From an optimization exercise on the open Yosys and OpenROAD flow, aimed at small area and a short achievable clock period; shortcuts taken in it are not production practice. RTL that was checked went through simulation tests only; none was proved equivalent to the original. Function not checked in runs 2 to 5: the RTL went through the layout flow alone. No activity file was given, so power comes from the tool's default toggle rates.

### design/flow/flow/run.sh
#!/bin/bash
# Own layout flow: the standard layout (standard.sh) with these changes.
#  1. DONT_USE_CELLS adds the full and half adder cells (fa, ha) and the
#     clkdlybuf4s delay buffers to the platform's list (flow/dont_use.txt
#     holds the whole list), so synthesis maps adders to plain gates and
#     port buffering and repair use ordinary buffers.
#  2. After synthesis, a22oi_2 and a21oi_2 cells (what synthesis makes of
#     the design's single-gate modules) start at size 1 (flow/swap.tcl).
#  3. Clock tree synthesis without dummy loads, with small sink clusters
#     (flow/settings.sh).
#  4. Timing repair aims at a shorter period than the design's clock
#     (setup margin from flow/settings.sh) on all endpoints.
# Everything else (synthesis script, floorplan, power grid, placement,
# routing, the clock period and constraints) is the standard flow.
# Each tool's full output goes to a log file here (flow_*.log); ORFS also
# writes each step's log under orfs/logs/.
set -euo pipefail
source flow/settings.sh
du="$(cat flow/dont_use.txt)"
vars=("DONT_USE_CELLS=$du" "CTS_ARGS=$CTS_ARGS" "SETUP_SLACK_MARGIN=$MARGIN" "TNS_END_PERCENT=$TNS")
res="orfs/results/${FLOW_PLATFORM:-sky130hd}/exec_core/base"

bash standard.sh "${vars[@]}" synth > flow_synth.log 2>&1
ODB_IN="$res/1_synth.odb" ODB_OUT="$res/1_synth.odb" SWAP="$SWAP" \
  openroad -no_init -exit flow/swap.tcl > flow_swap.log 2>&1
touch "$res/1_synth.sdc"
bash standard.sh "${vars[@]}" finish > flow_finish.log 2>&1
### design/flow/flow/dont_use.txt
sky130_fd_sc_hd__probe_p_8 sky130_fd_sc_hd__probec_p_8 sky130_fd_sc_hd__lpflow_bleeder_1 sky130_fd_sc_hd__lpflow_clkbufkapwr_1 sky130_fd_sc_hd__lpflow_clkbufkapwr_16 sky130_fd_sc_hd__lpflow_clkbufkapwr_2 sky130_fd_sc_hd__lpflow_clkbufkapwr_4 sky130_fd_sc_hd__lpflow_clkbufkapwr_8 sky130_fd_sc_hd__lpflow_clkinvkapwr_1 sky130_fd_sc_hd__lpflow_clkinvkapwr_16 sky130_fd_sc_hd__lpflow_clkinvkapwr_2 sky130_fd_sc_hd__lpflow_clkinvkapwr_4 sky130_fd_sc_hd__lpflow_clkinvkapwr_8 sky130_fd_sc_hd__lpflow_decapkapwr_12 sky130_fd_sc_hd__lpflow_decapkapwr_3 sky130_fd_sc_hd__lpflow_decapkapwr_4 sky130_fd_sc_hd__lpflow_decapkapwr_6 sky130_fd_sc_hd__lpflow_decapkapwr_8 sky130_fd_sc_hd__lpflow_inputiso0n_1 sky130_fd_sc_hd__lpflow_inputiso0p_1 sky130_fd_sc_hd__lpflow_inputiso1n_1 sky130_fd_sc_hd__lpflow_inputiso1p_1 sky130_fd_sc_hd__lpflow_inputisolatch_1 sky130_fd_sc_hd__lpflow_isobufsrc_1 sky130_fd_sc_hd__lpflow_isobufsrc_16 sky130_fd_sc_hd__lpflow_isobufsrc_2 sky130_fd_sc_hd__lpflow_isobufsrc_4 sky130_fd_sc_hd__lpflow_isobufsrc_8 sky130_fd_sc_hd__lpflow_isobufsrckapwr_16 sky130_fd_sc_hd__lpflow_lsbuf_lh_hl_isowell_tap_1 sky130_fd_sc_hd__lpflow_lsbuf_lh_hl_isowell_tap_2 sky130_fd_sc_hd__lpflow_lsbuf_lh_hl_isowell_tap_4 sky130_fd_sc_hd__lpflow_lsbuf_lh_isowell_4 sky130_fd_sc_hd__lpflow_lsbuf_lh_isowell_tap_1 sky130_fd_sc_hd__lpflow_lsbuf_lh_isowell_tap_2 sky130_fd_sc_hd__lpflow_lsbuf_lh_isowell_tap_4 sky130_fd_sc_hd__fa_1 sky130_fd_sc_hd__fa_2 sky130_fd_sc_hd__fa_4 sky130_fd_sc_hd__ha_1 sky130_fd_sc_hd__ha_2 sky130_fd_sc_hd__ha_4 sky130_fd_sc_hd__clkdlybuf4s15_1 sky130_fd_sc_hd__clkdlybuf4s15_2 sky130_fd_sc_hd__clkdlybuf4s18_1 sky130_fd_sc_hd__clkdlybuf4s18_2 sky130_fd_sc_hd__clkdlybuf4s25_1 sky130_fd_sc_hd__clkdlybuf4s25_2 sky130_fd_sc_hd__clkdlybuf4s50_1 sky130_fd_sc_hd__clkdlybuf4s50_2
### design/flow/flow/settings.sh
# Settings read by flow/run.sh
CTS_ARGS="-sink_clustering_enable -repair_clock_nets -dont_use_dummy_load -sink_clustering_size 20 -sink_clustering_max_diameter 50 -buf_list {sky130_fd_sc_hd__clkbuf_4 sky130_fd_sc_hd__clkbuf_8}"
MARGIN=5.5
TNS=100
SWAP="sky130_fd_sc_hd__a22oi_2 sky130_fd_sc_hd__a22oi_1 sky130_fd_sc_hd__a21oi_2 sky130_fd_sc_hd__a21oi_1"
### design/flow/flow/swap.tcl
# Swap the masters of some cells in the synthesized design before the
# floorplan: SWAP lists pairs "from to" of cells with the same function.
# Used to start the single-gate modules at their smallest size; the
# layout's repair steps size them up where timing needs it.
read_db $::env(ODB_IN)
set db [ord::get_db]
set block [ord::get_db_block]
set map [dict create]
foreach {from to} $::env(SWAP) { dict set map $from $to }
set n 0
foreach inst [$block getInsts] {
  set m [[$inst getMaster] getName]
  if {[dict exists $map $m]} {
    set nm [$db findMaster [dict get $map $m]]
    if {$nm eq "NULL" || $nm eq ""} { error "no master [dict get $map $m]" }
    $inst swapMaster $nm
    incr n
  }
}
puts "swapped $n instances"
write_db $::env(ODB_OUT)
### design/flow/standard.sh
#!/bin/bash
# synth_recipe.tcl (not shown) runs the flow's synth.tcl, then flattens the netlist and writes it again
# the make line also repeats each setting of config.mk as NAME=value (left out here)
make -C /OpenROAD-flow-scripts/flow DESIGN_CONFIG=/design/flow/config.mk WORK_HOME=/design/flow/orfs CLKGATE_MAP_FILE= SYNTH_SCRIPT=/design/flow/synth_recipe.tcl "${@:-finish}"
### design/flow/config.mk
export PLATFORM = sky130hd
export DESIGN_NAME = exec_core
export DESIGN_NICKNAME = exec_core
export VERILOG_FILES = /design/flow/design.v
export SDC_FILE = /design/flow/constraint.sdc
export NUM_CORES = 8
export LEC_CHECK = 0
export CAP_MARGIN = 20
export CORE_MARGIN = 2
export CORE_UTILIZATION = 40
export PLACE_DENSITY = 0.6
export SETUP_SLACK_MARGIN = 5
export SLEW_MARGIN = 20
export SYNTH_HIERARCHICAL = 1
export SYNTH_MINIMUM_KEEP_SIZE = 0
export TNS_END_PERCENT = 100
### design/flow/constraint.sdc
create_clock -name core_clock -period 10.0 [get_ports {clk}]
set_input_delay 2.0000 -clock core_clock [delete_from_list [all_inputs] [get_ports {clk}]]
set_output_delay 2.0000 -clock core_clock [all_outputs]
set_load 0.01 [all_outputs]
### design/flow/design.v
package riscv_pkg;
    localparam int xlen = 32;
    localparam logic [6:0] OPCODE_LOAD   = 7'b0000011;
    localparam logic [6:0] OPCODE_OP_IMM = 7'b0010011;
    localparam logic [6:0] OPCODE_STORE  = 7'b0100011;
    localparam logic [6:0] OPCODE_OP     = 7'b0110011;
    localparam logic [6:0] OPCODE_LUI    = 7'b0110111;
    localparam logic [6:0] OPCODE_BRANCH = 7'b1100011;
    typedef struct packed {
        logic [31:0] q0;        
        logic [31:4] q1;        
        logic        c4;        
        logic [7:1]  gg;        
        logic [7:1]  gp;        
        logic        ltx;       
        logic        brx;       
        logic [31:0] sh;        
        logic [1:0]  shamt;     
        logic [1:0]  shamt_n;   
        logic        fill;      
        logic        sel_sll;
        logic        sel_sr;
        logic        sel_lt;
        logic        br_eq;
        logic        br_lt;
        logic        br_inv;
    } stage_t;
endpackage
module g_inv (input logic a, output logic y);
    assign y = ~a;
endmodule
module g_nand2 (input logic a, input logic b, output logic y);
    assign y = ~(a & b);
endmodule
module g_nand3 (input logic a, input logic b, input logic c, output logic y);
    assign y = ~(a & b & c);
endmodule
module g_nand4 (input logic a, input logic b, input logic c, input logic d, output logic y);
    assign y = ~(a & b & c & d);
endmodule
module g_nor2 (input logic a, input logic b, output logic y);
    assign y = ~(a | b);
endmodule
module g_aoi21 (input logic a1, input logic a2, input logic b, output logic y);
    assign y = ~((a1 & a2) | b);
endmodule
module g_oai21 (input logic a1, input logic a2, input logic b, output logic y);
    assign y = ~((a1 | a2) & b);
endmodule
module g_aoi22 (input logic a1, input logic a2, input logic b1, input logic b2, output logic y);
    assign y = ~((a1 & a2) | (b1 & b2));
endmodule
module g_xor2 (input logic a, input logic b, output logic y);
    assign y = a ^ b;
endmodule
module g_xnor2 (input logic a, input logic b, output logic y);
    assign y = ~(a ^ b);
endmodule
module g_a21boi (input logic a1, input logic a2, input logic bn, output logic y);
    assign y = ~((a1 & a2) | ~bn);
endmodule
module g_mux2i (input logic s, input logic a0, input logic a1, output logic y);
    assign y = ~(s ? a1 : a0);
endmodule
`timescale 1ns/1ps
module regfile #(
    parameter int data_width = 32
) (
    input  logic                  clk,
    input  logic                  arst_n,
    input  logic [4:0]            rs1_addr,
    input  logic [4:0]            rs2_addr,
    input  logic                  rs2_en,
    input  logic                  fwd1,
    input  logic                  fwd2,
    input  logic [data_width-1:0] fwd_data,
    input  logic [4:0]            wr_addr,
    input  logic                  wr_en,
    input  logic [data_width-1:0] wr_data,
    output logic [data_width-1:0] rs1_data,
    output logic [data_width-1:0] rs2_data
);
    logic [31:1] written;
    logic [31:1] we;
    logic [31:1] readable;
    logic [31:1] sel1, sel2;
    logic [data_width-1:0] regs [1:31];
    for (genvar r = 1; r < 32; r++) begin : g_reg
        assign we[r]        = wr_en && (wr_addr == 5'(r));
        assign readable[r]  = written[r] && !we[r];
        always_ff @(posedge clk or negedge arst_n) begin
            if (!arst_n) written[r] <= 1'b0;
            else if (we[r]) written[r] <= 1'b1;
        end
        always_ff @(posedge clk) begin
            if (we[r]) regs[r] <= wr_data;
        end
    end
    rf_dec rd1_dec (.addr(rs1_addr), .en(readable),  .sel(sel1));
    rf_dec rd2_dec (.addr(rs2_addr), .en(readable),  .sel(sel2));
    for (genvar i = 0; i < data_width; i++) begin : g_col
        logic [31:0] col;
        for (genvar r = 1; r < 32; r++) begin : g_bit
            assign col[r] = regs[r][i];
        end
        assign col[0] = fwd_data[i];
        rf_col rd1_col (.sel({sel1, fwd1}), .d(col), .en(1'b1),   .y(rs1_data[i]));
        rf_col rd2_col (.sel({sel2, fwd2}), .d(col), .en(rs2_en), .y(rs2_data[i]));
    end
endmodule
module rf_dec (
    input  logic [4:0]  addr,
    input  logic [31:1] en,
    output logic [31:1] sel
);
    for (genvar r = 1; r < 32; r++) begin : g_sel
        assign sel[r] = en[r] && (addr == 5'(r));
    end
endmodule
module rf_col (
    input  logic [31:0] sel,
    input  logic [31:0] d,
    input  logic        en,
    output logic        y
);
    logic [15:0] l1;
    logic [3:0]  l2;
    logic [1:0]  l3;
    for (genvar k = 0; k < 16; k++) begin : g_l1
        g_aoi22 u (.a1(sel[2*k]), .a2(d[2*k]), .b1(sel[2*k+1]), .b2(d[2*k+1]), .y(l1[k]));
    end
    for (genvar k = 0; k < 4; k++) begin : g_l2
        g_nand4 u (.a(l1[4*k]), .b(l1[4*k+1]), .c(l1[4*k+2]), .d(l1[4*k+3]), .y(l2[k]));
    end
    g_nor2  u_l3a (.a(l2[0]), .b(l2[1]), .y(l3[0]));
    g_nor2  u_l3b (.a(l2[2]), .b(l2[3]), .y(l3[1]));
    g_a21boi u_l4 (.a1(l3[0]), .a2(l3[1]), .bn(en), .y(y));
endmodule
`timescale 1ns/1ps
module decode_alu (
    input  logic [31:0]       a,           
    input  logic [31:0]       s2,          
    input  logic [31:0]       k,           
    input  logic [31:0]       imm,
    input  logic              sub,
    input  logic              sel_add,
    input  logic              lp,
    input  logic              lg,
    input  logic              lui,
    input  logic              sel_sll,
    input  logic              sel_sr,
    input  logic              sra,
    input  logic              lt_signed,
    input  logic              sel_lt,
    input  logic              br_eq,
    input  logic              br_lt,
    input  logic              br_inv,
    output riscv_pkg::stage_t st
);
    logic [31:0] t, p, pn, gn, g, other_n;
    logic [31:0] s0n;             
    logic [31:4] s1n;             
    logic        subn;
    assign subn = ~sub;
    for (genvar i = 0; i < 32; i++) begin : g_pg
        g_xor2  u_t  (.a(s2[i]), .b(k[i]), .y(t[i]));
        g_xnor2 u_pn (.a(a[i]), .b(t[i]), .y(pn[i]));
        g_nand2 u_gn (.a(a[i]), .b(t[i]), .y(gn[i]));
        g_inv   u_p  (.a(pn[i]), .y(p[i]));
        g_inv   u_g  (.a(gn[i]), .y(g[i]));
    end
    assign other_n = ~((p & {32{lp}}) | (g & {32{lg}}) | (imm & {32{lui}}));
    for (genvar b = 0; b < 8; b++) begin : g_grp
        logic [3:0] g1, p1, g2n, p2n;
        logic [3:0] pb, pnb, gnb;
        assign pb  = p[4*b +: 4];
        assign pnb = pn[4*b +: 4];
        assign gnb = gn[4*b +: 4];
        assign g1[0] = g[4*b];
        assign p1[0] = pb[0];
        for (genvar j = 1; j < 4; j++) begin : g_l1
            g_oai21 u_g (.a1(pnb[j]), .a2(gnb[j-1]), .b(gnb[j]), .y(g1[j]));
            g_nor2  u_p (.a(pnb[j]), .b(pnb[j-1]), .y(p1[j]));
        end
        assign g2n[0] = gnb[0];
        assign p2n[0] = pnb[0];
        g_inv u_g2n1 (.a(g1[1]), .y(g2n[1]));
        g_inv u_p2n1 (.a(p1[1]), .y(p2n[1]));
        for (genvar j = 2; j < 4; j++) begin : g_l2
            g_aoi21 u_g (.a1(p1[j]), .a2(g1[j-2]), .b(g1[j]), .y(g2n[j]));
            g_nand2 u_p (.a(p1[j]), .b(p1[j-2]), .y(p2n[j]));
        end
        for (genvar j = 0; j < 4; j++) begin : g_sum
            localparam int I = 4*b + j;
            if (b == 0) begin : g_cin
                if (j == 0) begin : g_j0
                    g_xnor2 u_s (.a(pb[0]), .b(sub), .y(s0n[I]));
                end else if (j == 1) begin : g_j1
                    logic c;
                    g_oai21 u_c (.a1(pnb[0]), .a2(subn), .b(gnb[0]), .y(c));
                    g_xnor2 u_s (.a(pb[j]), .b(c), .y(s0n[I]));
                end else if (j == 2) begin : g_j2
                    logic cn;
                    g_aoi21 u_c (.a1(p1[1]), .a2(sub), .b(g1[1]), .y(cn));
                    g_xor2  u_s (.a(pb[j]), .b(cn), .y(s0n[I]));
                end else begin : g_j3
                    logic c;
                    g_oai21 u_c (.a1(p2n[2]), .a2(subn), .b(g2n[2]), .y(c));
                    g_xnor2 u_s (.a(pb[j]), .b(c), .y(s0n[I]));
                end
            end else begin : g_cs
                if (j == 0) begin : g_j0
                    assign s0n[I] = pnb[0];
                    assign s1n[I] = pb[0];
                end else if (j == 1) begin : g_j1
                    logic c1;
                    g_xor2  u_s0 (.a(pb[j]), .b(gnb[0]), .y(s0n[I]));
                    g_nand2 u_c1 (.a(gnb[0]), .b(pnb[0]), .y(c1));
                    g_xnor2 u_s1 (.a(pb[j]), .b(c1), .y(s1n[I]));
                end else if (j == 2) begin : g_j2
                    logic c1n;
                    g_xnor2 u_s0 (.a(pb[j]), .b(g1[1]), .y(s0n[I]));
                    g_nor2  u_c1 (.a(g1[1]), .b(p1[1]), .y(c1n));
                    g_xor2  u_s1 (.a(pb[j]), .b(c1n), .y(s1n[I]));
                end else begin : g_j3
                    logic c1;
                    g_xor2  u_s0 (.a(pb[j]), .b(g2n[2]), .y(s0n[I]));
                    g_nand2 u_c1 (.a(g2n[2]), .b(p2n[2]), .y(c1));
                    g_xnor2 u_s1 (.a(pb[j]), .b(c1), .y(s1n[I]));
                end
            end
        end
        if (b == 0) begin : g_c4
            g_oai21 u_c (.a1(p2n[3]), .a2(subn), .b(g2n[3]), .y(st.c4));
        end else begin : g_gp
            g_inv u_g (.a(g2n[3]), .y(st.gg[b]));
            g_inv u_p (.a(p2n[3]), .y(st.gp[b]));
        end
    end
    for (genvar i = 0; i < 32; i++) begin : g_q0
        g_mux2i u (.s(sel_add), .a0(other_n[i]), .a1(s0n[i]), .y(st.q0[i]));
    end
    for (genvar i = 4; i < 32; i++) begin : g_q1
        g_mux2i u (.s(sel_add), .a0(other_n[i]), .a1(s1n[i]), .y(st.q1[i]));
    end
    assign st.ltx = ~(lt_signed & (a[31] ^ ~t[31]));
    assign st.brx = st.ltx ^ br_inv;
    logic [31:0] x0, x1, x2, x3;
    logic        fill, fill_n;
    assign fill   = sra & a[31];
    assign fill_n = ~fill;
    for (genvar i = 0; i < 32; i++) begin : g_sh
        g_mux2i u0 (.s(sel_sll), .a0(a[i]), .a1(a[31-i]), .y(x0[i]));
        if (i + 16 < 32) begin : g_a
            g_mux2i u1 (.s(t[4]), .a0(x0[i]), .a1(x0[i+16]), .y(x1[i]));
        end else begin : g_b
            g_mux2i u1 (.s(t[4]), .a0(x0[i]), .a1(fill_n), .y(x1[i]));
        end
        if (i + 8 < 32) begin : g_c
            g_mux2i u2 (.s(t[3]), .a0(x1[i]), .a1(x1[i+8]), .y(x2[i]));
        end else begin : g_d
            g_mux2i u2 (.s(t[3]), .a0(x1[i]), .a1(fill), .y(x2[i]));
        end
        if (i + 4 < 32) begin : g_e
            g_mux2i u3 (.s(t[2]), .a0(x2[i]), .a1(x2[i+4]), .y(x3[i]));
        end else begin : g_f
            g_mux2i u3 (.s(t[2]), .a0(x2[i]), .a1(fill_n), .y(x3[i]));
        end
    end
    assign st.sh      = x3;
    assign st.shamt   = t[1:0];
    assign st.shamt_n = ~t[1:0];
    assign st.fill    = fill;
    assign st.sel_sll = sel_sll;
    assign st.sel_sr  = sel_sr;
    assign st.sel_lt  = sel_lt;
    assign st.br_eq   = br_eq;
    assign st.br_lt   = br_lt;
    assign st.br_inv  = br_inv;
endmodule
`timescale 1ns/1ps
module decode_ctrl (
    input  logic [31:0] inst,
    input  logic        inst_valid,
    input  logic        fwd_valid,    
    input  logic [4:0]  fwd_rd,
    output logic        wb,           
    output logic        rs2_en,       
    output logic        fwd1,         
    output logic        fwd2,         
    output logic [31:0] k,            
    output logic [31:0] imm,
    output logic        sub,          
    output logic        sel_add,
    output logic        lp,           
    output logic        lg,
    output logic        lui,
    output logic        sel_sll,
    output logic        sel_sr,
    output logic        sra,
    output logic        lt_signed,
    output logic        sel_lt,
    output logic        br_eq,
    output logic        br_lt,
    output logic        br_inv
);
    logic [6:0] opcode;
    logic [2:0] f3;
    logic       is_op, is_imm, is_load, is_store, is_br, arith;
    assign opcode = inst[6:0];
    assign f3     = inst[14:12];
    assign is_op    = opcode == riscv_pkg::OPCODE_OP;
    assign is_imm   = opcode == riscv_pkg::OPCODE_OP_IMM;
    assign lui      = opcode == riscv_pkg::OPCODE_LUI;
    assign is_load  = opcode == riscv_pkg::OPCODE_LOAD;
    assign is_store = opcode == riscv_pkg::OPCODE_STORE;
    assign is_br    = opcode == riscv_pkg::OPCODE_BRANCH;
    assign arith    = is_op || is_imm;
    assign wb = inst_valid && (inst[11:7] != 5'd0) && (arith || lui || is_load);
    assign rs2_en = is_op || is_br;
    assign fwd1   = fwd_valid && fwd_rd == inst[19:15];
    assign fwd2   = fwd_valid && fwd_rd == inst[24:20];
    assign sel_add   = (arith && f3 == 3'b000) || is_load || is_store;
    assign sel_sll   = arith && f3 == 3'b001;
    assign sel_sr    = arith && f3 == 3'b101;
    assign sra       = sel_sr && inst[30];
    assign sel_lt    = (arith && f3[2:1] == 2'b01) || (is_br && f3[2]);
    assign lt_signed = (arith && f3 == 3'b010) || (is_br && f3[2:1] == 2'b10);
    assign sub       = (is_op && f3 == 3'b000 && inst[30]) || sel_lt;
    assign lp        = (arith && (f3 == 3'b100 || f3 == 3'b110)) || (is_br && f3[2:1] == 2'b00);
    assign lg        = arith && f3[2:1] == 2'b11;
    assign br_eq     = is_br && f3[2:1] == 2'b00;
    assign br_lt     = is_br && f3[2];
    assign br_inv    = f3[0];
    always_comb begin
        if (lui)           imm = {inst[31:12], 12'b0};
        else if (is_store) imm = {{20{inst[31]}}, inst[31:25], inst[11:7]};
        else               imm = {{20{inst[31]}}, inst[31:20]};
    end
    assign k = rs2_en ? {32{sub}} : (imm ^ {32{sub}});
endmodule
`timescale 1ns/1ps
module alu_exec (
    input  riscv_pkg::stage_t st,
    output logic [31:0]       result,      
    output logic [31:0]       result_int,  
    output logic              taken
);
    logic [7:0] e_g, e_p, l1g_n, l1p_n, l2g, l2p, l3g_n;
    assign e_g = {st.gg, st.c4};
    assign e_p = {st.gp, 1'b0};
    g_inv u_l1g0 (.a(st.c4), .y(l1g_n[0]));
    assign l1p_n[0] = 1'b1;
    for (genvar k = 1; k < 8; k++) begin : g_l1
        g_aoi21 u_g (.a1(e_p[k]), .a2(e_g[k-1]), .b(e_g[k]), .y(l1g_n[k]));
        if (k >= 2) begin : g_p
            g_nand2 u_p (.a(e_p[k]), .b(e_p[k-1]), .y(l1p_n[k]));
        end else begin : g_p1
            assign l1p_n[k] = 1'b1;    
        end
    end
    assign l2g[0] = st.c4;
    g_inv u_l2g1 (.a(l1g_n[1]), .y(l2g[1]));
    assign l2p[1:0] = 2'b00;
    for (genvar k = 2; k < 8; k++) begin : g_l2
        g_oai21 u_g (.a1(l1p_n[k]), .a2(l1g_n[k-2]), .b(l1g_n[k]), .y(l2g[k]));
        g_nor2  u_p (.a(l1p_n[k]), .b(l1p_n[k-2]), .y(l2p[k]));
    end
    assign l3g_n[3:0] = 4'hf;    
    for (genvar k = 4; k < 8; k++) begin : g_l3
        g_aoi21 u_g (.a1(l2p[k]), .a2(l2g[k-4]), .b(l2g[k]), .y(l3g_n[k]));
    end
    logic c32;
    g_inv u_c32 (.a(l3g_n[7]), .y(c32));
    logic [31:0] sum_n;
    assign sum_n[3:0] = ~st.q0[3:0];
    for (genvar b = 1; b < 8; b++) begin : g_sel
        for (genvar j = 0; j < 4; j++) begin : g_bit
            localparam int I = 4*b + j;
            if (b == 1) begin : g_1
                g_mux2i u (.s(st.c4), .a0(st.q0[I]), .a1(st.q1[I]), .y(sum_n[I]));
            end else if (b == 2) begin : g_2
                g_mux2i u (.s(l1g_n[1]), .a0(st.q1[I]), .a1(st.q0[I]), .y(sum_n[I]));
            end else if (b < 5) begin : g_34
                g_mux2i u (.s(l2g[b-1]), .a0(st.q0[I]), .a1(st.q1[I]), .y(sum_n[I]));
            end else begin : g_57
                g_mux2i u (.s(l3g_n[b-1]), .a0(st.q1[I]), .a1(st.q0[I]), .y(sum_n[I]));
            end
        end
    end
    logic [31:0] y4, y5, shx_n;
    logic        fill_n;
    assign fill_n = ~st.fill;
    for (genvar i = 0; i < 32; i++) begin : g_sh
        logic a4, a5;
        assign a4 = (i + 2 < 32) ? st.sh[(i + 2) % 32] : st.fill;
        if (i < 16) begin : g_lo
            g_mux2i u4 (.s(st.shamt[1]), .a0(st.sh[i]), .a1(a4), .y(y4[i]));
            g_mux2i u5 (.s(st.shamt[0]), .a0(y4[i]), .a1(y4[i+1]), .y(y5[i]));
        end else begin : g_hi
            g_mux2i u4 (.s(st.shamt_n[1]), .a0(a4), .a1(st.sh[i]), .y(y4[i]));
            if (i + 1 < 32) begin : g_c
                g_mux2i u5 (.s(st.shamt_n[0]), .a0(y4[i+1]), .a1(y4[i]), .y(y5[i]));
            end else begin : g_d
                g_mux2i u5 (.s(st.shamt_n[0]), .a0(fill_n), .a1(y4[i]), .y(y5[i]));
            end
        end
    end
    for (genvar i = 0; i < 32; i++) begin : g_shx
        g_aoi22 u (.a1(st.sel_sr), .a2(y5[i]), .b1(st.sel_sll), .b2(y5[31-i]), .y(shx_n[i]));
    end
    logic lt, eq;
    assign lt = c32 ^ st.ltx;
    assign eq = ~|st.q0;
    for (genvar i = 1; i < 32; i++) begin : g_res
        g_nand2 u_out (.a(sum_n[i]), .b(shx_n[i]), .y(result[i]));
        g_nand2 u_int (.a(sum_n[i]), .b(shx_n[i]), .y(result_int[i]));
    end
    logic lt_n;
    assign lt_n = ~(st.sel_lt & lt);
    g_nand3 u_out0 (.a(sum_n[0]), .b(shx_n[0]), .c(lt_n), .y(result[0]));
    g_nand3 u_int0 (.a(sum_n[0]), .b(shx_n[0]), .c(lt_n), .y(result_int[0]));
    assign taken = (st.br_eq & (eq ^ st.br_inv)) | (st.br_lt & (c32 ^ st.brx));
endmodule
`timescale 1ns/1ps
module exec_core #(
    parameter int data_width = riscv_pkg::xlen
) (
    input  logic                  clk,
    input  logic                  arst_n,
    input  logic [31:0]           inst,
    input  logic                  inst_valid,
    output logic [data_width-1:0] result,
    output logic [4:0]            result_rd,
    output logic                  result_valid,
    output logic                  branch_taken
);
    logic [31:0] rs1_data, rs2_data, res, res_int, k, imm;
    logic        valid_q, wb_q, wb_d;
    logic [4:0]  rd_q;
    logic        rs2_en, fwd1, fwd2;
    logic        sub, sel_add, lp, lg, lui, sel_sll, sel_sr, sra;
    logic        lt_signed, sel_lt, br_eq, br_lt, br_inv;
    riscv_pkg::stage_t st_d, st_q;
    decode_ctrl decode_ctrl_inst (
        .inst       (inst),
        .inst_valid (inst_valid),
        .fwd_valid  (wb_q),
        .fwd_rd     (rd_q),
        .wb         (wb_d),
        .rs2_en     (rs2_en),
        .fwd1       (fwd1),
        .fwd2       (fwd2),
        .k          (k),
        .imm        (imm),
        .sub        (sub),
        .sel_add    (sel_add),
        .lp         (lp),
        .lg         (lg),
        .lui        (lui),
        .sel_sll    (sel_sll),
        .sel_sr     (sel_sr),
        .sra        (sra),
        .lt_signed  (lt_signed),
        .sel_lt     (sel_lt),
        .br_eq      (br_eq),
        .br_lt      (br_lt),
        .br_inv     (br_inv)
    );
    regfile #(.data_width(32)) regfile_inst (
        .clk      (clk),
        .arst_n   (arst_n),
        .rs1_addr (inst[19:15]),
        .rs2_addr (inst[24:20]),
        .rs2_en   (rs2_en),
        .fwd1     (fwd1),
        .fwd2     (fwd2),
        .fwd_data (res_int),
        .wr_addr  (rd_q),
        .wr_en    (wb_q),
        .wr_data  (res_int),
        .rs1_data (rs1_data),
        .rs2_data (rs2_data)
    );
    decode_alu decode_alu_inst (
        .a         (rs1_data),
        .s2        (rs2_data),
        .k         (k),
        .imm       (imm),
        .sub       (sub),
        .sel_add   (sel_add),
        .lp        (lp),
        .lg        (lg),
        .lui       (lui),
        .sel_sll   (sel_sll),
        .sel_sr    (sel_sr),
        .sra       (sra),
        .lt_signed (lt_signed),
        .sel_lt    (sel_lt),
        .br_eq     (br_eq),
        .br_lt     (br_lt),
        .br_inv    (br_inv),
        .st        (st_d)
    );
    always_ff @(posedge clk or negedge arst_n) begin
        if (!arst_n) begin
            valid_q <= 1'b0;
            wb_q    <= 1'b0;
        end else begin
            valid_q <= inst_valid;
            wb_q    <= wb_d;
        end
    end
    always_ff @(posedge clk) begin
        rd_q <= inst[11:7];
        st_q <= st_d;
    end
    alu_exec alu_exec_inst (
        .st     (st_q),
        .result     (res),
        .result_int (res_int),
        .taken      (branch_taken)
    );
    assign result       = res;
    assign result_rd    = rd_q;
    assign result_valid = valid_q;
endmodule
==> results.txt, run 1 <==
Max IR drop VDD 0.105 mV; area grow syn2layout 15.9%; Core Footprint 129000 sq um; DRC violations left 0; first-pass GRT wire length 290000 um; critical path class in2reg; Final nets 4345; fill cell count 11397; Mapped Avg Cell Area 13.6 sq um; DRT antenna net count 0; total CTS buffers 112; clk slew on worst S/H paths 70 ps; measured slew at the worst slew-check pin 1190 ps; fin crit share 45.7%; share of layout cells above drive strength 1 17.8%; Worst Setup EP st_q[116]; Fin. Hold Viols 0; RSZ-0062 raised after global routing true; final instance area 60400 sq um; final slew viol count 0; final wirelength 214000 um; Area after DPL 55500 sq um; gr usage total 30.9%; Critical Path RT 10630 ps; gr ovfl total 0; final setup vio count 0; mapped cell area 52100 sq um; number of core rows 132; WL/cell 35.3 um; die area 133000 sq um; LEAKAGE 17.8 nW; largest net degree at the start of global routing 49; R2R depth 13; YS warnings 10; initial drt markers 7221; minimum clock period 4570 ps; Starting Density 40.3%; CTS sink count 1150; setup slack, reg-to-reg 5500 ps; placed cell count 5767; relative slew slack 20.8%; Final Non-Filler Cells 6061; most common cell after layout, fill and taps aside a22oi_1; Critical path origin inst[21]; setup tns final 0 ps; vias in the first global route 38375; Critical Path AT 5200 ps; Die Width 365 um; Pwr Density 134 nW/um^2; reg2reg end st_q[22]; root buffer cell clkbuf_8; CP Capture Type flip-flop; Hold Crit Class reg2reg; RePlAce Congestion 0.928; worst-path maximum fanout 11; IO Count 74; TritonCTS clock tree yes; initial antenna violation count 12; IO Port Bufs 73; Via density 6.91; clock latency on the worst-skew pair 870 ps; via count 41883; post-synthesis instance total 3828; max-cap violations 0; drt first pass iters 10; crit start category input pin; clk buf depth 3; chip height 365 um; Setup Skew 108 ps; status timing/DRC/antenna clean; Worst R2R Start rd_q[1]; commonest non-fill, non-tap cells in the layout a22oi_1, edfxtp_1, mux2i_1, nand4_1, nand2_1; hpwl dp 133000 um; highest clock rate 219 MHz; htree depth 3
[layer usage]
layer | vias to the layer above | part of all wire [%] | track usage (%)
li1 | 16762 | - | -
met1 | 20887 | 36 | 40.2
met2 | 3574 | 42 | 44.8
met3 | 650 | 14 | 8.97
met4 | 10 | 7.3 | 20.1
met5 | - | 0.054 | 1.05
[how the worst min path moves through the flow]
stage,slack [ps],to,cells after the start,from
6_report,480,regfile_inst.written[21],1,regfile_inst.written[21]
5_1_grt,500,regfile_inst.written[17],1,regfile_inst.written[17]
4_1_cts,480,regfile_inst.written[4],1,regfile_inst.written[4]
3_5_place_dp,460,regfile_inst.written[3],2,regfile_inst.written[3]
3_3_place_gp,450,regfile_inst.written[3],2,regfile_inst.written[3]
2_1_floorplan,440,regfile_inst.written[1],2,regfile_inst.written[1]
[sequential cells by signal (all words and copies together) (netlist names)]
name and cells:
regfile_inst.written 31, valid_q 1, wb_q 1, st_q 120, rd_q 5, regfile_inst.regs 992
[timing repair]
item / in CTS / in global routing
pin swaps: 37 / 61
hold buffers: 0 / 0
endpoints found under the setup margin: 147 / 113
hold endpoints to repair: 0 / 0
resized for setup: 334 / 199
cloned: 13 / 2
buffers inserted: 81 / 73
[power by group]
group	switching [mW]	internal, mW	leakage (nW)	total [mW]
logic	0.249	0.135	8.65	0.384
registers	0.0221	5.16	8.35	5.18
clock network	1.55	0.988	0.805	2.53
[metrics by stage]
stage / hold slack (ps) / total power [mW] / setup WS (ps) / util [%]
after floorplan: 436 / 5.48 / 4880 / -
after global placement: 451 / 5.59 / 3040 / 42.9
after detailed placement: 462 / 5.60 / 3050 / 42.9
after CTS: 481 / 8.07 / 5490 / 45.5
after global routing: 498 / 8.30 / 5430 / 46.7
final: 482 / 8.10 / 5430 / 46.7
[critical path, stage by stage]
cell,delay (ps)
clkbuf_4,200
and3b_2,320
and3_4,270
buf_6,170
buf_2,170
a22oi_1,230
nand4_1,340
nor2_2,340
a21boi_2,140
xor2_2,190
xnor2_2,240
inv_1,120
a222oi_1,290
mux2i_1,140
[layout make-up]
class                   count  area, sq um  share of cell area [%]
flip-flops and latches   1150        33100                    54.9
multi-input cells        2581        20600                    34.2
repair buffers            368         2480                    4.10
well taps                1742         2180                    3.61
clock buffers             112         1540                    2.55
inverters                  97          377                   0.624
diodes                     11         27.5                  0.0456
==> run 2, diff against run 1 <==
--- a/design/flow/design.v
+++ b/design/flow/design.v
@@ -75,5 +75,5 @@
     input  logic                  fwd2,
     input  logic [data_width-1:0] fwd_data,
-    input  logic [4:0]            wr_addr,
+    input  logic [4:0]            wr_addr_d,   
     input  logic                  wr_en,
     input  logic [data_width-1:0] wr_data,
@@ -83,9 +83,13 @@
     logic [31:1] written;
     logic [31:1] we;
+    logic [31:1] wr_hot;       
     logic [31:1] readable;
     logic [31:1] sel1, sel2;
     logic [data_width-1:0] regs [1:31];
     for (genvar r = 1; r < 32; r++) begin : g_reg
-        assign we[r]        = wr_en && (wr_addr == 5'(r));
+        always_ff @(posedge clk) begin
+            wr_hot[r] <= wr_addr_d == 5'(r);
+        end
+        assign we[r]        = wr_en && wr_hot[r];
         assign readable[r]  = written[r] && !we[r];
         always_ff @(posedge clk or negedge arst_n) begin
@@ -477,5 +481,5 @@
         .fwd2     (fwd2),
         .fwd_data (res_int),
-        .wr_addr  (rd_q),
+        .wr_addr_d (inst[11:7]),
         .wr_en    (wb_q),
         .wr_data  (res_int),
==> run 2 against run 1 <==
Still clean. First-iteration DRC count is 12% higher. Design area grew 3.1%. Via count up 1.0%. Cell count increased by 2.2%. Wire length increased by 6.9%. Count of clock-buffer cells in the layout is 4 higher. Highest routed layer unchanged.
==> results.txt, run 2 <==
status timing/DRC/antenna clean; gr usage total 32.0%; max-cap violations 0; crit start category input pin; total CTS buffers 116; crit-path cells buf_12 -> and3b_4 -> buf_6 -> and3_4 -> buf_12 -> buf_6 -> a22oi_1 -> nand4_1 -> nor2_4 -> a21boi_2 -> xor2_2 -> xnor2_2 -> buf_1 -> nor2_1 -> nor2_1 -> xor2_1 -> mux2i_1; final slew viol count 0; highest clock rate 218 MHz; LEAKAGE 18.8 nW; DRC violations left 0; WP buf/inv 5; via count 42314; root buffer cell clkbuf_8; WL/cell 36.9 um; relative slew slack 23.0%; Max IR drop VDD 0.109 mV; clock latency on the worst-skew pair 920 ps; share of layout cells above drive strength 1 21.3%; minimum clock period 4600 ps; Fin. Hold Viols 0; Via density 6.83; worst hold slack 463 ps; TritonCTS clock tree yes; initial drt markers 8091; hpwl dp 135000 um; clk buf depth 3; htree depth 3; CP peak stage delay 480 ps; Setup Skew 108 ps; Mapped Avg Cell Area 13.6 sq um; first-pass GRT wire length 304000 um; final worst slack 5400 ps; measured slew at the worst slew-check pin 1160 ps; die area 135000 sq um; Hold Crit Class reg2reg; fin crit share 46.0%; max reg flops 992; area grow syn2layout 18.0%; IO Count 74; initial antenna violation count 16; mapped cell area 52700 sq um; number of core rows 133; post-synthesis instance total 3873; dpl ws 3090 ps; critical path class in2reg; worst-path maximum fanout 13; clk slew on worst S/H paths 60 ps; setup tns final 0 ps; most common cell after layout, fill and taps aside a22oi_1; chip height 367 um; final setup vio count 0; vias in the first global route 38281; DRT antenna net count 0; Final nets 4471; cell family with most CP delay simple AND/OR/NAND/NOR gates; largest registers regfile_inst.regs (992), st_q (120); RePlAce Congestion 0.998; Die Width 367 um; Pwr Density 134 nW/um^2; IO Port Bufs 73; Top reg by flops regfile_inst.regs; YS warnings 10; commonest non-fill, non-tap cells in the layout a22oi_1, edfxtp_1, nand4_1, mux2i_1, nand2_1; drt first pass iters 13; Critical Path AT 5280 ps; Critical-path top delay cell nand4_1; CP Capture Type flip-flop; Starting Density 40.2%; CTS sink count 1181; Core Footprint 131000 sq um; largest net degree at the start of global routing 65; Critical Path RT 10680 ps; final wirelength 229000 um; gr ovfl total 0; RSZ-0062 raised after global routing true
-- run 2: repair_timing --
| action | 4_1_cts | 5_1_grt |
|---|---|---|
| hold buffers | 0 | 0 |
| pin swaps | 85 | 161 |
| setup buffers | 143 | 69 |
| setup endpoints to repair | 146 | 126 |
| gates resized for setup | 411 | 285 |
| cloned | 28 | 11 |
-- run 2: path summary, 6_finish.rpt --
kind                       cells after the start               startpoint  slack (ps)                 endpoint
setup / recovery                              17                 inst[21]        5400                 st_q[66]
hold / removal                                 1  regfile_inst.written[9]         460  regfile_inst.written[9]
setup reg to reg                              14                     wb_q        5450                 st_q[30]
hold reg to reg                                1  regfile_inst.written[9]         460  regfile_inst.written[9]
max in group asynchronous                      1                   arst_n        7980                     wb_q
min in group asynchronous                      1                   arst_n        1230  regfile_inst.written[5]
-- run 2: cell type report --
cell class / instances / area [sq um]
inverter: 94 / 365
timing repair buffer: 413 / 3110
multi-input combinational: 2630 / 21200
tap: 1755 / 2200
sequential: 1181 / 33800
antenna: 8 / 20.0
fill: 11617 / 68900
clock buffer: 116 / 1600
-- run 2: per-stage QoR --
step	cell area [sq um]	instances	utilization, %	power (mW)
finish	62300	6197	47.5	8.36
global route	62200	6190	47.5	8.55
CTS	60500	6109	46.1	8.31
detailed placement	55900	5822	42.6	5.74
global placement	55900	5820	42.6	5.73
floorplan	53100	3904	-	5.61
-- run 2: metal layers --
metal	global-route usage [%]	vias up	routed length, um
li1	-	17033	-
met1	41.1	20950	80700
met2	45.5	3618	94400
met3	12.4	695	36100
met4	19.4	18	17400
met5	0	-	119
-- run 2: power by group --
| group | switching (mW) | internal [mW] |
|---|---|---|
| sequential | 0.0217 | 5.29 |
| combinational | 0.284 | 0.152 |
| clock | 1.60 | 1.02 |
| total | 1.90 | 6.46 |
==> run 3, diff against run 2 <==
--- a/design/flow/design.v
+++ b/design/flow/design.v
@@ -15,7 +15,7 @@
         logic        ltx;       
         logic        brx;       
-        logic [31:0] sh;        
-        logic [1:0]  shamt;     
-        logic [1:0]  shamt_n;   
+        logic [31:0] sh_n;      
+        logic [2:0]  shamt;     
+        logic [2:0]  shamt_n;   
         logic        fill;      
         logic        sel_sll;
@@ -171,5 +171,5 @@
         g_xnor2 u_pn (.a(a[i]), .b(t[i]), .y(pn[i]));
         g_nand2 u_gn (.a(a[i]), .b(t[i]), .y(gn[i]));
-        g_inv   u_p  (.a(pn[i]), .y(p[i]));
+        g_xor2  u_p  (.a(a[i]), .b(t[i]), .y(p[i]));
         g_inv   u_g  (.a(gn[i]), .y(g[i]));
     end
@@ -250,5 +250,5 @@
     assign st.ltx = ~(lt_signed & (a[31] ^ ~t[31]));
     assign st.brx = st.ltx ^ br_inv;
-    logic [31:0] x0, x1, x2, x3;
+    logic [31:0] x0, x1, x2;
     logic        fill, fill_n;
     assign fill   = sra & a[31];
@@ -266,13 +266,8 @@
             g_mux2i u2 (.s(t[3]), .a0(x1[i]), .a1(fill), .y(x2[i]));
         end
-        if (i + 4 < 32) begin : g_e
-            g_mux2i u3 (.s(t[2]), .a0(x2[i]), .a1(x2[i+4]), .y(x3[i]));
-        end else begin : g_f
-            g_mux2i u3 (.s(t[2]), .a0(x2[i]), .a1(fill_n), .y(x3[i]));
-        end
     end
-    assign st.sh      = x3;
-    assign st.shamt   = t[1:0];
-    assign st.shamt_n = ~t[1:0];
+    assign st.sh_n    = x2;
+    assign st.shamt   = t[2:0];
+    assign st.shamt_n = ~t[2:0];
     assign st.fill    = fill;
     assign st.sel_sll = sel_sll;
@@ -393,20 +388,20 @@
         end
     end
-    logic [31:0] y4, y5, shx_n;
+    logic [31:0] y3, y4, y5, shx_n;
     logic        fill_n;
     assign fill_n = ~st.fill;
     for (genvar i = 0; i < 32; i++) begin : g_sh
-        logic a4, a5;
-        assign a4 = (i + 2 < 32) ? st.sh[(i + 2) % 32] : st.fill;
+        logic a3, a4, a5;
+        assign a3 = (i + 4 < 32) ? st.sh_n[(i + 4) % 32] : fill_n;
+        assign a4 = (i + 2 < 32) ? y3[(i + 2) % 32] : st.fill;
+        assign a5 = (i + 1 < 32) ? y4[(i + 1) % 32] : fill_n;
         if (i < 16) begin : g_lo
-            g_mux2i u4 (.s(st.shamt[1]), .a0(st.sh[i]), .a1(a4), .y(y4[i]));
-            g_mux2i u5 (.s(st.shamt[0]), .a0(y4[i]), .a1(y4[i+1]), .y(y5[i]));
+            g_mux2i u3 (.s(st.shamt[2]), .a0(st.sh_n[i]), .a1(a3), .y(y3[i]));
+            g_mux2i u4 (.s(st.shamt[1]), .a0(y3[i]), .a1(a4), .y(y4[i]));
+            g_mux2i u5 (.s(st.shamt[0]), .a0(y4[i]), .a1(a5), .y(y5[i]));
         end else begin : g_hi
-            g_mux2i u4 (.s(st.shamt_n[1]), .a0(a4), .a1(st.sh[i]), .y(y4[i]));
-            if (i + 1 < 32) begin : g_c
-                g_mux2i u5 (.s(st.shamt_n[0]), .a0(y4[i+1]), .a1(y4[i]), .y(y5[i]));
-            end else begin : g_d
-                g_mux2i u5 (.s(st.shamt_n[0]), .a0(fill_n), .a1(y4[i]), .y(y5[i]));
-            end
+            g_mux2i u3 (.s(st.shamt_n[2]), .a0(a3), .a1(st.sh_n[i]), .y(y3[i]));
+            g_mux2i u4 (.s(st.shamt_n[1]), .a0(a4), .a1(y3[i]), .y(y4[i]));
+            g_mux2i u5 (.s(st.shamt_n[0]), .a0(a5), .a1(y4[i]), .y(y5[i]));
         end
     end
--- a/design/flow/config.mk
+++ b/design/flow/config.mk
@@ -8,6 +8,6 @@
 export CAP_MARGIN = 20
 export CORE_MARGIN = 2
-export CORE_UTILIZATION = 40
-export PLACE_DENSITY = 0.6
+export CORE_UTILIZATION = 55
+export PLACE_DENSITY = 0.7
 export SETUP_SLACK_MARGIN = 5
 export SLEW_MARGIN = 20
==> run 3 against run 2 <==
Total power decreased by 0.96%. Sequential cell count increased by 2. Die area decreased by 27%. Clock skew decreased by 26 ps. Clock power decreased by 4%. Worst setup slack got worse by 45 ps. Area after synthesis increased by 0.40%. Register-to-register slack about the same. Fmax decreased by 0.96%. Cell count decreased by 8.1%. Largest power group unchanged.
==> results.txt, run 3 <==
Mapped Avg Cell Area 13.7 sq um; clk buf depth 3; Critical-path top delay cell nand4_1; R2R depth 15; post-synthesis instance total 3877; critical path's most frequent cell buf_6; Core Footprint 95200 sq um; Fin. Hold Viols 0; initial drt markers 9685; Final nets 4453; first-pass GRT wire length 294000 um; Max IR drop VDD 0.114 mV; measured slew at the worst slew-check pin 1200 ps; relative slew slack 19.9%; CP Capture Type flip-flop; crit start category input pin; Reg power frac 64.2%; final setup vio count 0; clock latency on the worst-skew pair 840 ps; Critical Path AT 5260 ps; root buffer cell clkbuf_8; Die Width 314 um; CTS sink count 1183; CP peak stage delay 530 ps; DRC violations left 0; Critical path origin inst[24]; commonest non-fill, non-tap cells in the layout a22oi_1, edfxtp_1, nand4_1, mux2i_1, nand2_1; DRT antenna net count 0; share of layout cells above drive strength 1 20.4%; hpwl dp 131000 um; gr usage total 43.0%; TritonCTS clock tree yes; number of core rows 113; YS warnings 10; max-cap violations 0; largest net degree at the start of global routing 67; cell family with most CP delay simple AND/OR/NAND/NOR gates; Comb pwr share 5.3%; vias in the first global route 38623; total CTS buffers 111; Top reg by flops regfile_inst.regs; final wirelength 224000 um; Switching Share 22.4%; fin crit share 46.4%; Via density 7.68; WP buf/inv 3; fill cell count 6983; Worst Setup EP st_q[85]; Power Internal 6.43 mW; IO Port Bufs 73; reg2reg end st_q[61]; status timing/DRC/antenna clean; hold-fix buffers at CTS 0; die area 98800 sq um; number of cells on the critical path 13; WL/cell 39.3 um; setup slack, reg-to-reg 5440 ps; initial antenna violation count 18; LEAKAGE 18.6 nW; Worst R2R Start wb_q; drt first pass iters 11; Starting Density 55.6%; RePlAce Congestion 1.03; area grow syn2layout 15.6%; critical path class in2reg; final slew viol count 0; clock share of power 30.4%; Pwr Density 135 nW/um^2; minimum clock period 4640 ps; gr ovfl total 0; highest clock rate 215 MHz; worst-path maximum fanout 11; RSZ-0062 raised after global routing true; clk slew on worst S/H paths 60 ps; mapped cell area 53000 sq um; largest registers regfile_inst.regs (992), st_q (122); Critical Path RT 10620 ps; crit-path cells buf_6 -> nor3b_4 -> buf_6 -> and3_4 -> buf_6 -> a22oi_1 -> nand4_1 -> nor2_4 -> a21boi_2 -> xor2_2 -> xor2_1 -> a222oi_1 -> mux2i_1; htree depth 3; most common cell after layout, fill and taps aside a22oi_1; sw power 1.85 mW; IO Count 74; max reg flops 992; Hold Crit Class reg2reg; setup tns final 0 ps; worst hold slack 462 ps; Setup Skew 82.1 ps; via count 43787; Post-Route Utilization 64.3%; chip height 314 um
run 3: how the worst min path moves through the flow:
| stage | slack, ps | from | end | cells after the start |
|---|---|---|---|---|
| floorplan | 430 | regfile_inst.written[10] | regfile_inst.written[10] | 1 |
| global placement | 440 | regfile_inst.written[11] | regfile_inst.written[11] | 1 |
| CTS | 460 | regfile_inst.written[17] | regfile_inst.written[17] | 1 |
| global route | 470 | regfile_inst.written[29] | regfile_inst.written[29] | 1 |
| detailed placement | 440 | regfile_inst.written[17] | regfile_inst.written[17] | 1 |
| finish | 460 | regfile_inst.written[29] | regfile_inst.written[29] | 1 |
run 3: routing by layer:
layer	global-route usage [%]	up-vias	wire length (um)
li1	-	17058	-
met1	54.4	21301	73600
met2	59.1	4440	89200
met3	20.2	962	41100
met4	26.7	26	18900
met5	4.40	-	847
run 3: power by group through the flow:
stage | sequential (mW) | clock, mW | combinational (mW)
3_3_place_gp | 5.43 | 0 | 0.312
5_1_grt | 5.32 | 2.69 | 0.446
3_5_place_dp | 5.43 | 0 | 0.314
2_1_floorplan | 5.42 | 0 | 0.200
4_1_cts | 5.32 | 2.51 | 0.366
6_report | 5.32 | 2.52 | 0.440
run 3: metrics by stage:
step	setup WS [ps]	total power, mW	instances	instance area (sq um)
2_1_floorplan	4860	5.62	3908	53200
3_3_place_gp	3210	5.74	5315	55400
3_5_place_dp	3170	5.75	5317	55400
4_1_cts	5430	8.19	5562	59000
5_1_grt	5330	8.46	5692	61200
6_report	5360	8.28	5698	61200
run 3: final cells by class:
class | instances | area [sq um] | share of cell area (%)
flip-flops and latches | 1183 | 33800 | 55.2
inverters | 63 | 249 | 0.407
clock buffers | 111 | 1530 | 2.50
repair buffers | 385 | 2500 | 4.08
diodes | 17 | 42.5 | 0.0695
well taps | 1265 | 1580 | 2.59
multi-input cells | 2674 | 21500 | 35.1
run 3: timing repair:
item,in CTS,in global routing
buffers inserted,102,103
endpoints found under the setup margin,149,125
resized for setup,369,320
pin swaps,71,121
hold endpoints to repair,0,0
gates cloned,32,16
==> run 4, diff against run 3 <==
--- a/design/flow/config.mk
+++ b/design/flow/config.mk
@@ -8,6 +8,6 @@
 export CAP_MARGIN = 20
 export CORE_MARGIN = 2
-export CORE_UTILIZATION = 55
-export PLACE_DENSITY = 0.7
+export CORE_UTILIZATION = 40
+export PLACE_DENSITY = 0.6
 export SETUP_SLACK_MARGIN = 5
 export SLEW_MARGIN = 20
==> run 4 against run 3 <==
Critical endpoint is now st_q[89]. Fmax increased by 0.96%. Via count decreased by 1.7%. Still clean. Register-to-register slack improved by 40 ps. Critical path depth increased by 1. Clock power increased by 2%. Wire length increased by 3.6%. Synthesized cell count unchanged. Design area increased by 2.1%. Critical path type unchanged.
==> results.txt, run 4 <==
critical path class in2reg; number of core rows 133; Comb pwr share 5.3%; placed cell count 5838; RSZ-0062 raised after global routing true; LEAKAGE 18.8 nW; status timing/DRC/antenna clean; highest clock rate 218 MHz; Reg power frac 63.7%; initial drt markers 8663; max reg flops 992; YS warnings 10; Final Non-Filler Cells 6224; via count 43056; total CTS buffers 112; Max IR drop VDD 0.111 mV; Hold Crit Class reg2reg; minimum clock period 4600 ps; max-cap violations 0; hold-fix buffers at CTS 0; Switching Share 22.8%; area grow syn2layout 18.0%; sw power 1.91 mW; post-synthesis instance total 3877; htree depth 3; final setup vio count 0; Mapped Avg Cell Area 13.7 sq um; Starting Density 40.3%; TritonCTS clock tree yes; mapped cell area 53000 sq um; relative slew slack 18.5%; Die Width 368 um; die area 135000 sq um; final instance area 62500 sq um; clock share of power 31.0%; hpwl dp 140000 um; commonest non-fill, non-tap cells in the layout a22oi_1, edfxtp_1, nand4_1, mux2i_1, nand2_1; DRC violations left 0; crit start category input pin; Area after DPL 56100 sq um; IO Port Bufs 73; final wirelength 232000 um; Fin. Hold Viols 0; clock latency on the worst-skew pair 920 ps; root buffer cell clkbuf_8; share of layout cells above drive strength 1 22.1%; Setup Skew 115 ps; dpl ws 3170 ps; first-pass GRT wire length 306000 um; initial antenna violation count 25; Reg area 33800 sq um; WL/cell 37.2 um; chip height 368 um; largest net degree at the start of global routing 67; Critical Path RT 10690 ps; largest registers regfile_inst.regs (992), st_q (122); Via density 6.92; measured slew at the worst slew-check pin 1220 ps; R2R depth 16; final slew viol count 0; worst hold stages 1; DRT antenna net count 0; Final nets 4490; clk buf depth 3; setup tns final 0 ps; final worst slack 5400 ps; CP Capture Type flip-flop; Critical Path AT 5290 ps; gr ovfl total 0; Core Footprint 131000 sq um; CTS sink count 1183; worst-path maximum fanout 11; gr usage total 32.2%; fill cell count 11591; IO Count 74; most common cell after layout, fill and taps aside a22oi_1; Pwr Density 134 nW/um^2; RePlAce Congestion 0.988; Power Internal 6.44 mW; Top reg by flops regfile_inst.regs; fin crit share 46.0%; drt first pass iters 8; vias in the first global route 38977; multi-input logic area 21700 sq um; clk slew on worst S/H paths 60 ps
[run 4: area by class of cell]
type | instances | area share (%)
Antenna cell | 16 | 0.0641
Clock buffer | 112 | 2.47
Inverter | 63 | 0.399
Multi-Input combinational cell | 2668 | 34.8
Sequential cell | 1183 | 54.1
Tap cell | 1755 | 3.51
Timing Repair Buffer | 427 | 4.68
[run 4: critical path, stage by stage]
cell and delay [ps]:
buf_4 260, and3b_2 330, and3_4 260, buf_2 210
a22oi_1 200, nand4_1 380, nor2_2 530, a21boi_4 180
xnor2_1 300, nor2_1 120, a21oi_2 190, nand2_1 80
xnor2_1 140, mux2i_1 80
[run 4: power groups by stage]
stage / Sequential, mW / Clock, mW / Combinational [mW]
finish: 5.32 / 2.58 / 0.442
global route: 5.32 / 2.77 / 0.453
CTS: 5.32 / 2.60 / 0.389
detailed placement: 5.43 / 0 / 0.319
global placement: 5.43 / 0 / 0.316
floorplan: 5.42 / 0 / 0.200
[run 4: path summary, 6_finish.rpt]
| path | startpoint | end | slack, ps |
|---|---|---|---|
| max | inst[15] | st_q[89] | 5400 |
| min | regfile_inst.written[17] | regfile_inst.written[17] | 470 |
| max reg2reg | st_q[12] | st_q[72] | 5480 |
| min reg2reg | regfile_inst.written[17] | regfile_inst.written[17] | 470 |
| max in group asynchronous | arst_n | wb_q | 8030 |
| min in group asynchronous | arst_n | regfile_inst.written[2] | 1250 |
[run 4: stage by stage]
| stage | hold slack [ps] | power [mW] | utilization (%) |
|---|---|---|---|
| floorplan | 431 | 5.62 | - |
| global placement | 444 | 5.74 | 42.7 |
| detailed placement | 444 | 5.75 | 42.7 |
| CTS | 460 | 8.30 | 46.1 |
| global route | 478 | 8.54 | 47.5 |
| finish | 466 | 8.35 | 47.5 |
[run 4: timing repair]
item	in CTS	in global routing
resized for setup	491	268
endpoints found under the setup margin	149	133
pin swaps	70	97
setup buffers	117	96
cloned	27	16
[run 4: per-layer routing]
layer / wire length, um / GRT usage, % / share of wire [%]
met1: 82500 / 41.3 / 36
met2: 96200 / 46.4 / 42
met3: 35100 / 12.0 / 15
met4: 17700 / 18.8 / 7.6
met5: 299 / 0 / 0.13
==> run 5, diff against run 4 <==
--- a/design/flow/design.v
+++ b/design/flow/design.v
@@ -8,6 +8,8 @@
     localparam logic [6:0] OPCODE_BRANCH = 7'b1100011;
     typedef struct packed {
-        logic [31:0] q0;        
-        logic [31:4] q1;        
+        logic [31:0] s0;        
+        logic [31:4] s1;        
+        logic [31:0] other_n;   
+        logic        sel_add_n;
         logic        c4;        
         logic [7:1]  gg;        
@@ -60,4 +62,7 @@
     assign y = ~((a1 & a2) | ~bn);
 endmodule
+module g_o211ai (input logic a1, input logic a2, input logic b, input logic c, output logic y);
+    assign y = ~((a1 | a2) & b & c);
+endmodule
 module g_mux2i (input logic s, input logic a0, input logic a1, output logic y);
     assign y = ~(s ? a1 : a0);
@@ -75,5 +80,5 @@
     input  logic                  fwd2,
     input  logic [data_width-1:0] fwd_data,
-    input  logic [4:0]            wr_addr_d,   
+    input  logic [4:0]            wr_addr,
     input  logic                  wr_en,
     input  logic [data_width-1:0] wr_data,
@@ -83,13 +88,9 @@
     logic [31:1] written;
     logic [31:1] we;
-    logic [31:1] wr_hot;       
     logic [31:1] readable;
     logic [31:1] sel1, sel2;
     logic [data_width-1:0] regs [1:31];
     for (genvar r = 1; r < 32; r++) begin : g_reg
-        always_ff @(posedge clk) begin
-            wr_hot[r] <= wr_addr_d == 5'(r);
-        end
-        assign we[r]        = wr_en && wr_hot[r];
+        assign we[r]        = wr_en && (wr_addr == 5'(r));
         assign readable[r]  = written[r] && !we[r];
         always_ff @(posedge clk or negedge arst_n) begin
@@ -163,6 +164,6 @@
 );
     logic [31:0] t, p, pn, gn, g, other_n;
-    logic [31:0] s0n;             
-    logic [31:4] s1n;             
+    logic [31:0] s0;              
+    logic [31:4] s1;              
     logic        subn;
     assign subn = ~sub;
@@ -199,37 +200,37 @@
             if (b == 0) begin : g_cin
                 if (j == 0) begin : g_j0
-                    g_xnor2 u_s (.a(pb[0]), .b(sub), .y(s0n[I]));
+                    g_xor2  u_s (.a(pb[0]), .b(sub), .y(s0[I]));
                 end else if (j == 1) begin : g_j1
                     logic c;
                     g_oai21 u_c (.a1(pnb[0]), .a2(subn), .b(gnb[0]), .y(c));
-                    g_xnor2 u_s (.a(pb[j]), .b(c), .y(s0n[I]));
+                    g_xor2  u_s (.a(pb[j]), .b(c), .y(s0[I]));
                 end else if (j == 2) begin : g_j2
                     logic cn;
                     g_aoi21 u_c (.a1(p1[1]), .a2(sub), .b(g1[1]), .y(cn));
-                    g_xor2  u_s (.a(pb[j]), .b(cn), .y(s0n[I]));
+                    g_xnor2 u_s (.a(pb[j]), .b(cn), .y(s0[I]));
                 end else begin : g_j3
                     logic c;
                     g_oai21 u_c (.a1(p2n[2]), .a2(subn), .b(g2n[2]), .y(c));
-                    g_xnor2 u_s (.a(pb[j]), .b(c), .y(s0n[I]));
+                    g_xor2  u_s (.a(pb[j]), .b(c), .y(s0[I]));
                 end
             end else begin : g_cs
                 if (j == 0) begin : g_j0
-                    assign s0n[I] = pnb[0];
-                    assign s1n[I] = pb[0];
+                    assign s0[I] = pb[0];
+                    assign s1[I] = pnb[0];
                 end else if (j == 1) begin : g_j1
                     logic c1;
-                    g_xor2  u_s0 (.a(pb[j]), .b(gnb[0]), .y(s0n[I]));
+                    g_xnor2 u_s0 (.a(pb[j]), .b(gnb[0]), .y(s0[I]));
                     g_nand2 u_c1 (.a(gnb[0]), .b(pnb[0]), .y(c1));
-                    g_xnor2 u_s1 (.a(pb[j]), .b(c1), .y(s1n[I]));
+                    g_xor2  u_s1 (.a(pb[j]), .b(c1), .y(s1[I]));
                 end else if (j == 2) begin : g_j2
                     logic c1n;
-                    g_xnor2 u_s0 (.a(pb[j]), .b(g1[1]), .y(s0n[I]));
+                    g_xor2  u_s0 (.a(pb[j]), .b(g1[1]), .y(s0[I]));
                     g_nor2  u_c1 (.a(g1[1]), .b(p1[1]), .y(c1n));
-                    g_xor2  u_s1 (.a(pb[j]), .b(c1n), .y(s1n[I]));
+                    g_xnor2 u_s1 (.a(pb[j]), .b(c1n), .y(s1[I]));
                 end else begin : g_j3
                     logic c1;
-                    g_xor2  u_s0 (.a(pb[j]), .b(g2n[2]), .y(s0n[I]));
+                    g_xnor2 u_s0 (.a(pb[j]), .b(g2n[2]), .y(s0[I]));
                     g_nand2 u_c1 (.a(g2n[2]), .b(p2n[2]), .y(c1));
-                    g_xnor2 u_s1 (.a(pb[j]), .b(c1), .y(s1n[I]));
+                    g_xor2  u_s1 (.a(pb[j]), .b(c1), .y(s1[I]));
                 end
             end
@@ -242,10 +243,8 @@
         end
     end
-    for (genvar i = 0; i < 32; i++) begin : g_q0
-        g_mux2i u (.s(sel_add), .a0(other_n[i]), .a1(s0n[i]), .y(st.q0[i]));
-    end
-    for (genvar i = 4; i < 32; i++) begin : g_q1
-        g_mux2i u (.s(sel_add), .a0(other_n[i]), .a1(s1n[i]), .y(st.q1[i]));
-    end
+    assign st.s0        = s0;
+    assign st.s1        = s1;
+    assign st.other_n   = other_n;
+    assign st.sel_add_n = ~sel_add;
     assign st.ltx = ~(lt_signed & (a[31] ^ ~t[31]));
     assign st.brx = st.ltx ^ br_inv;
@@ -373,16 +372,16 @@
     g_inv u_c32 (.a(l3g_n[7]), .y(c32));
     logic [31:0] sum_n;
-    assign sum_n[3:0] = ~st.q0[3:0];
+    assign sum_n[3:0] = ~st.s0[3:0];
     for (genvar b = 1; b < 8; b++) begin : g_sel
         for (genvar j = 0; j < 4; j++) begin : g_bit
             localparam int I = 4*b + j;
             if (b == 1) begin : g_1
-                g_mux2i u (.s(st.c4), .a0(st.q0[I]), .a1(st.q1[I]), .y(sum_n[I]));
+                g_mux2i u (.s(st.c4), .a0(st.s0[I]), .a1(st.s1[I]), .y(sum_n[I]));
             end else if (b == 2) begin : g_2
-                g_mux2i u (.s(l1g_n[1]), .a0(st.q1[I]), .a1(st.q0[I]), .y(sum_n[I]));
+                g_mux2i u (.s(l1g_n[1]), .a0(st.s1[I]), .a1(st.s0[I]), .y(sum_n[I]));
             end else if (b < 5) begin : g_34
-                g_mux2i u (.s(l2g[b-1]), .a0(st.q0[I]), .a1(st.q1[I]), .y(sum_n[I]));
+                g_mux2i u (.s(l2g[b-1]), .a0(st.s0[I]), .a1(st.s1[I]), .y(sum_n[I]));
             end else begin : g_57
-                g_mux2i u (.s(l3g_n[b-1]), .a0(st.q1[I]), .a1(st.q0[I]), .y(sum_n[I]));
+                g_mux2i u (.s(l3g_n[b-1]), .a0(st.s1[I]), .a1(st.s0[I]), .y(sum_n[I]));
             end
         end
@@ -411,13 +410,13 @@
     logic lt, eq;
     assign lt = c32 ^ st.ltx;
-    assign eq = ~|st.q0;
+    assign eq = &st.other_n;
     for (genvar i = 1; i < 32; i++) begin : g_res
-        g_nand2 u_out (.a(sum_n[i]), .b(shx_n[i]), .y(result[i]));
-        g_nand2 u_int (.a(sum_n[i]), .b(shx_n[i]), .y(result_int[i]));
+        g_o211ai u_out (.a1(sum_n[i]), .a2(st.sel_add_n), .b(st.other_n[i]), .c(shx_n[i]), .y(result[i]));
+        g_o211ai u_int (.a1(sum_n[i]), .a2(st.sel_add_n), .b(st.other_n[i]), .c(shx_n[i]), .y(result_int[i]));
     end
     logic lt_n;
     assign lt_n = ~(st.sel_lt & lt);
-    g_nand3 u_out0 (.a(sum_n[0]), .b(shx_n[0]), .c(lt_n), .y(result[0]));
-    g_nand3 u_int0 (.a(sum_n[0]), .b(shx_n[0]), .c(lt_n), .y(result_int[0]));
+    assign result[0]     = ~((sum_n[0] | st.sel_add_n) & st.other_n[0] & shx_n[0] & lt_n);
+    assign result_int[0] = result[0];
     assign taken = (st.br_eq & (eq ^ st.br_inv)) | (st.br_lt & (c32 ^ st.brx));
 endmodule
@@ -476,5 +475,5 @@
         .fwd2     (fwd2),
         .fwd_data (res_int),
-        .wr_addr_d (inst[11:7]),
+        .wr_addr  (rd_q),
         .wr_en    (wb_q),
         .wr_data  (res_int),
==> run 5 against run 4 <==
Still clean. Combinational power about the same. Sequential cell count is 2 higher. Global-route usage decreased by 0.63 points. Total power up 0.54%. Cell count is 1.3% lower. Clock skew rose by 12 ps. Count of clock-buffer cells in the layout rose by 2. Core utilization down 0.55 points. Die area hardly changed. Area after synthesis barely moved. Via count fell by 1.9%. Largest power group unchanged.
==> results.txt, run 5 <==
relative slew slack 22.2%; DRC violations left 0; number of core rows 133; total CTS buffers 114; Max IR drop VDD 0.104 mV; clk buf depth 3; highest clock rate 210 MHz; crit start category input pin; YS warnings 10; final wirelength 225000 um; mapped cell area 53000 sq um; largest registers regfile_inst.regs (992), st_q (155), regfile_inst.written (31); WL/cell 36.7 um; RePlAce Congestion 0.999; hpwl dp 140000 um; max-cap violations 0; Final nets 4409; CTS sink count 1185; initial drt markers 7532; commonest non-fill, non-tap cells in the layout a22oi_1, edfxtp_1, nand4_1, mux2i_1, buf_1; initial antenna violation count 14; IO Count 74; Post-Route Utilization 47.0%; worst hold start regfile_inst.written[3]; Setup Skew 127 ps; RSZ-0062 raised after global routing true; Die Width 368 um; critical path class in2reg; fin crit share 47.5%; fill cell count 11632; Core Footprint 131000 sq um; Mapped Avg Cell Area 13.9 sq um; clock share of power 31.0%; Power Internal 6.48 mW; setup tns final 0 ps; max reg flops 992; gr ovfl total 0; status timing/DRC/antenna clean; most common cell after layout, fill and taps aside a22oi_1; htree depth 3; Fin. Hold Viols 0; Top reg by flops regfile_inst.regs; chip height 368 um; measured slew at the worst slew-check pin 1170 ps; sw power 1.91 mW; worst-path maximum fanout 21; root buffer cell clkbuf_8; hold-fix buffers at CTS 0; gr usage total 31.5%; final slew viol count 0; share of layout cells above drive strength 1 21.7%; final setup vio count 0; minimum clock period 4750 ps; DRT antenna net count 0; Critical Path RT 10730 ps; Via density 6.88; Worst R2R Start wb_q; area grow syn2layout 16.5%; via count 42257; Critical Path AT 5480 ps; Starting Density 40.3%; largest net degree at the start of global routing 67; clk slew on worst S/H paths 60 ps; first-pass GRT wire length 301000 um; IO Port Bufs 73; CP Capture Type flip-flop; post-synthesis instance total 3820; Switching Share 22.8%; Pwr Density 136 nW/um^2; TritonCTS clock tree yes; Reg power frac 63.8%; drt first pass iters 7; Comb pwr share 5.2%; clock latency on the worst-skew pair 920 ps; Critical path origin inst[18]; die area 135000 sq um; Hold Crit Class reg2reg; vias in the first global route 38912; LEAKAGE 18.2 nW
## run 5: layer usage
metal	track usage, %	wire (um)	up-vias
met4	20.3	18300	12
met2	45.1	92700	3433
met3	12.5	33300	675
met1	39.6	80900	21098
li1	-	-	17039
met5	0.178	205	-
## run 5: power groups by stage
| stage | registers, mW | logic (mW) | clock network, mW |
|---|---|---|---|
| 3_3_place_gp | 5.46 | 0.328 | 0 |
| 3_5_place_dp | 5.46 | 0.330 | 0 |
| 6_report | 5.35 | 0.440 | 2.60 |
| 4_1_cts | 5.35 | 0.387 | 2.62 |
| 5_1_grt | 5.35 | 0.454 | 2.79 |
| 2_1_floorplan | 5.46 | 0.211 | 0 |
## run 5: layout make-up
cell class / count / area (sq um) / share of cell area, %
clock buffer: 114 / 1570 / 2.54
tap: 1755 / 2200 / 3.56
timing repair buffer: 439 / 2710 / 4.39
multi-input combinational: 2567 / 21100 / 34.2
sequential: 1185 / 33900 / 54.8
inverter: 67 / 264 / 0.428
antenna: 17 / 42.5 / 0.0689
## run 5: final timing paths
kind / to / slack (ps) / cells past startpoint
setup reg to reg: st_q[106] / 5390 / 14
min in group asynchronous: valid_q / 1250 / 1
max in group asynchronous: regfile_inst.written[3] / 8010 / 1
hold reg to reg: regfile_inst.written[3] / 480 / 2
hold / removal: regfile_inst.written[3] / 480 / 2
setup / recovery: st_q[106] / 5250 / 13
## run 5: what timing repair did
| item | 4_1_cts | 5_1_grt |
|---|---|---|
| cloned | 23 | 7 |
| endpoints found under the setup margin | 181 | 141 |
| buffers inserted | 137 | 82 |
| hold endpoints to repair | 0 | 0 |
| resized for setup | 358 | 250 |
| pin swaps | 85 | 64 |
## run 5: worst max-delay path: stages
cell	delay, ps
buf_2	270
nor2b_4	460
and3_4	510
buf_6	330
a22oi_1	120
nand4_1	350
nor2_2	190
a21boi_2	360
xnor2_1	230
nor2_1	110
a21oi_1	230
nand2_1	90
xor2_1	160
## run 5: stage by stage
step	hold WS [ps]	setup WS [ps]	std cells	area (sq um)	power, mW
2_1_floorplan	436	5070	3851	53300	5.67
3_3_place_gp	455	3330	5760	56300	5.79
3_5_place_dp	461	3330	5763	56400	5.79
4_1_cts	474	5320	6037	60100	8.35
5_1_grt	483	5230	6128	61700	8.60
6_report	478	5250	6144	61800	8.39

Setup slack of run 5, layout unchanged: 5.245 ns with ideal ports, 5.178 ns with driving cells assumed (clock clkbuf_16, inputs buf_2), 4.269 ns with port delays also shifted by the 0.929 ns mid clock arrival.
